Context: an optimization exercise on an open-source flow, tuned for small area and a short achievable clock period. The choices shown serve that exercise and are no tape-out recipe. The RTL was checked by simulation tests, not by an equivalence proof against the original design. No activity file was given, so power comes from the tool's default toggle rates.

== run X ==
## fetch_unit
module fetch_unit #(
  parameter int unsigned                   MEM_DEPTH   = 256,
  parameter logic [cpu_pkg::OPCODE_W-1:0]  HALT_OPCODE = cpu_pkg::HALT_OPCODE_DEFAULT
) (
  input  logic         clk,
  input  logic         rst_n,
  input  logic         start,
  input  logic         prog_we,
  input  logic [7:0]   prog_addr,
  input  logic [7:0]   prog_data,
  output logic [7:0]   instr_out,
  output logic         instr_valid,
  input  logic         instr_ready,
  input  logic         jump_en,
  input  logic [7:0]   jump_target,
  output logic [7:0]   pc_out,
  output logic         halted
);
For scale: roughly 6,900 cells after synthesis, ~2,200 flip-flops, roughly 48 I/O pins, about 0.073 mm^2 of cells after synthesis.
==> flow/config.mk <==
export PLATFORM = sky130hd
export DESIGN_NAME = fetch_unit
export DESIGN_NICKNAME = fetch_unit
export VERILOG_FILES = /design/flow/design.v
export SDC_FILE = /design/flow/constraint.sdc
export NUM_CORES = 4
export LEC_CHECK = 0
export CAP_MARGIN = 20
export CORE_MARGIN = 2
export CORE_UTILIZATION = 70
export SETUP_SLACK_MARGIN = 2.0
export SLEW_MARGIN = 20
export SYNTH_HIERARCHICAL = 1
export SYNTH_MINIMUM_KEEP_SIZE = 0
==> flow/constraint.sdc <==
create_clock -name core_clock -period 4.1 [get_ports {clk}]
set_input_delay 0.8200 -clock core_clock [delete_from_list [all_inputs] [get_ports {clk}]]
set_output_delay 0.8200 -clock core_clock [all_outputs]
set_load 0.01 [all_outputs]
standard.sh (not shown) runs the stock make flow with config.mk's settings and CLKGATE_MAP_FILE= SYNTH_SCRIPT=/design/flow/synth_recipe.tcl, a recipe that flattens the netlist after the stock synthesis.
==> flow/flow/run.sh <==
#!/bin/bash
# Own layout flow: the standard ORFS flow (standard.sh, standard synthesis
# unchanged) with a few layout settings changed:
#  - sizing may swap cells across footprints (so port buffers and other
#    cells can be replaced by faster or smaller ones),
#  - ports are buffered with buf_4 instead of the smallest buffer,
#  - CTS without dummy loads, with larger sink clusters (fewer leaf buffers).
# The make output goes to flow_make.log in the work folder; ORFS keeps each
# step's own log under orfs/logs/.
set -euo pipefail
bash standard.sh \
  MATCH_CELL_FOOTPRINT=0 \
  "BUFFER_PORTS_ARGS=-buffer_cell sky130_fd_sc_hd__buf_4" \
  "CTS_ARGS=-sink_clustering_enable -repair_clock_nets -dont_use_dummy_load -sink_clustering_size 25 -sink_clustering_max_diameter 80" \
  finish > flow_make.log 2>&1
Edits applied to the flow inputs when going from run X to run D:
--- a/flow/config.mk
+++ b/flow/config.mk
@@ -10,2 +10,2 @@
-export CORE_UTILIZATION = 70
-export SETUP_SLACK_MARGIN = 2.0
+export CORE_UTILIZATION = 60
+export SETUP_SLACK_MARGIN = 2.4
==> notes.md <==
Summary of run D over run X: total core area climbed 16%; power shows an increase of 2.1 mW; average wire per standard cell saw an increase. As far as cell area after synthesis goes, run D and run X are indistinguishable; the numbers are identical. Run D falls short of run X in fmax. Taking run X as the reference, in run D pre-CTS worst setup slack dropped 0.035 ns; setup slack of the critical path after layout dropped 0.014 ns; number of vias per cell after detailed routing dropped about 3%; routed metal-1 wirelength climbed 16%. When run D is measured against run X, its count of buffers not belonging to the clock network in the layout turns out 82% higher. Between run X and run D, met2 track utilization from global routing decreased.

---

## red
Starting RTL as in the previous note.
clock: 4.1 ns
lec_check: 0
cap_margin: 20
core_margin: 2
core_utilization: 60
setup_slack_margin: 1.6
slew_margin: 20
synth_hierarchical: 1
synth_minimum_keep_size: 0
Scripts as last shown in full above: flow/flow/run.sh
> inputs changed (red -> blue)
--- a/flow/config.mk
+++ b/flow/config.mk
@@ -11 +11 @@
-export SETUP_SLACK_MARGIN = 1.6
+export SETUP_SLACK_MARGIN = 2.0
==> notes.md <==
- blue has completed all stages; timing, DRC and antenna checks passed.
- blue does better than red on final critical delay including setup and external delays.
- From red to blue the numbers moved as follows: data-path buffer share of cell area in the final layout saw an increase, power of the sequential group shows no meaningful change, post-route standard cell area excluding fillers now sits higher, arrival time at the worst endpoint now sits lower, length of routed met2 wiring went up about 1.7%.
- blue -> red: worst hold slack flat
- Looking at routed wire length, blue sits 1.8% higher than red does.
- Est. power | blue vs red | blue higher
- The run with more setup slack is blue; red has less.
- Part of the total power dissipated in combinational logic, red and blue: higher on blue

-- port drivers added, routing unchanged --
Ports are ideal in the flow. The routed layouts listed here were re-timed in OpenROAD.
Step 1 (the two cells are an assumption about what drives the block):
set clk [get_ports {clk}]
set_driving_cell -lib_cell sky130_fd_sc_hd__clkbuf_16 $clk
set_driving_cell -lib_cell sky130_fd_sc_hd__buf_2 [delete_from_list [all_inputs] $clk]
Step 2 adds t to the input delays and takes it off the output delays; t is the mean of the earliest and latest rising clock arrival at the registers after step 1. Input paths then give back, and output paths get back, about the clock's delay inside the block.
a / b / c = ideal ports / drivers / drivers and shift; a / b = the first two.
| run | t (ns) | slack for setup (ns) | latest minus earliest clock arrival (ns) | worst data-port slew with drivers (ns) |
|---|---|---|---|---|
| run X | 0.795 | 1.704 / 1.704 / 1.260 | 0.053 / 0.053 | 0.19 |
| run D | 0.801 | 1.690 / 1.690 / 1.474 | 0.045 / 0.045 | 0.17 |
| red | 0.792 | 1.510 / 1.510 / 1.073 | 0.044 / 0.043 | 0.16 |
| blue | 0.795 | 1.774 / 1.774 / 1.287 | 0.045 / 0.045 | 0.16 |
After both steps every run listed still meets setup and hold. For blue, which loses most, drivers alone change the setup slack by 0.000 ns; drivers and shift together by -0.487 ns.
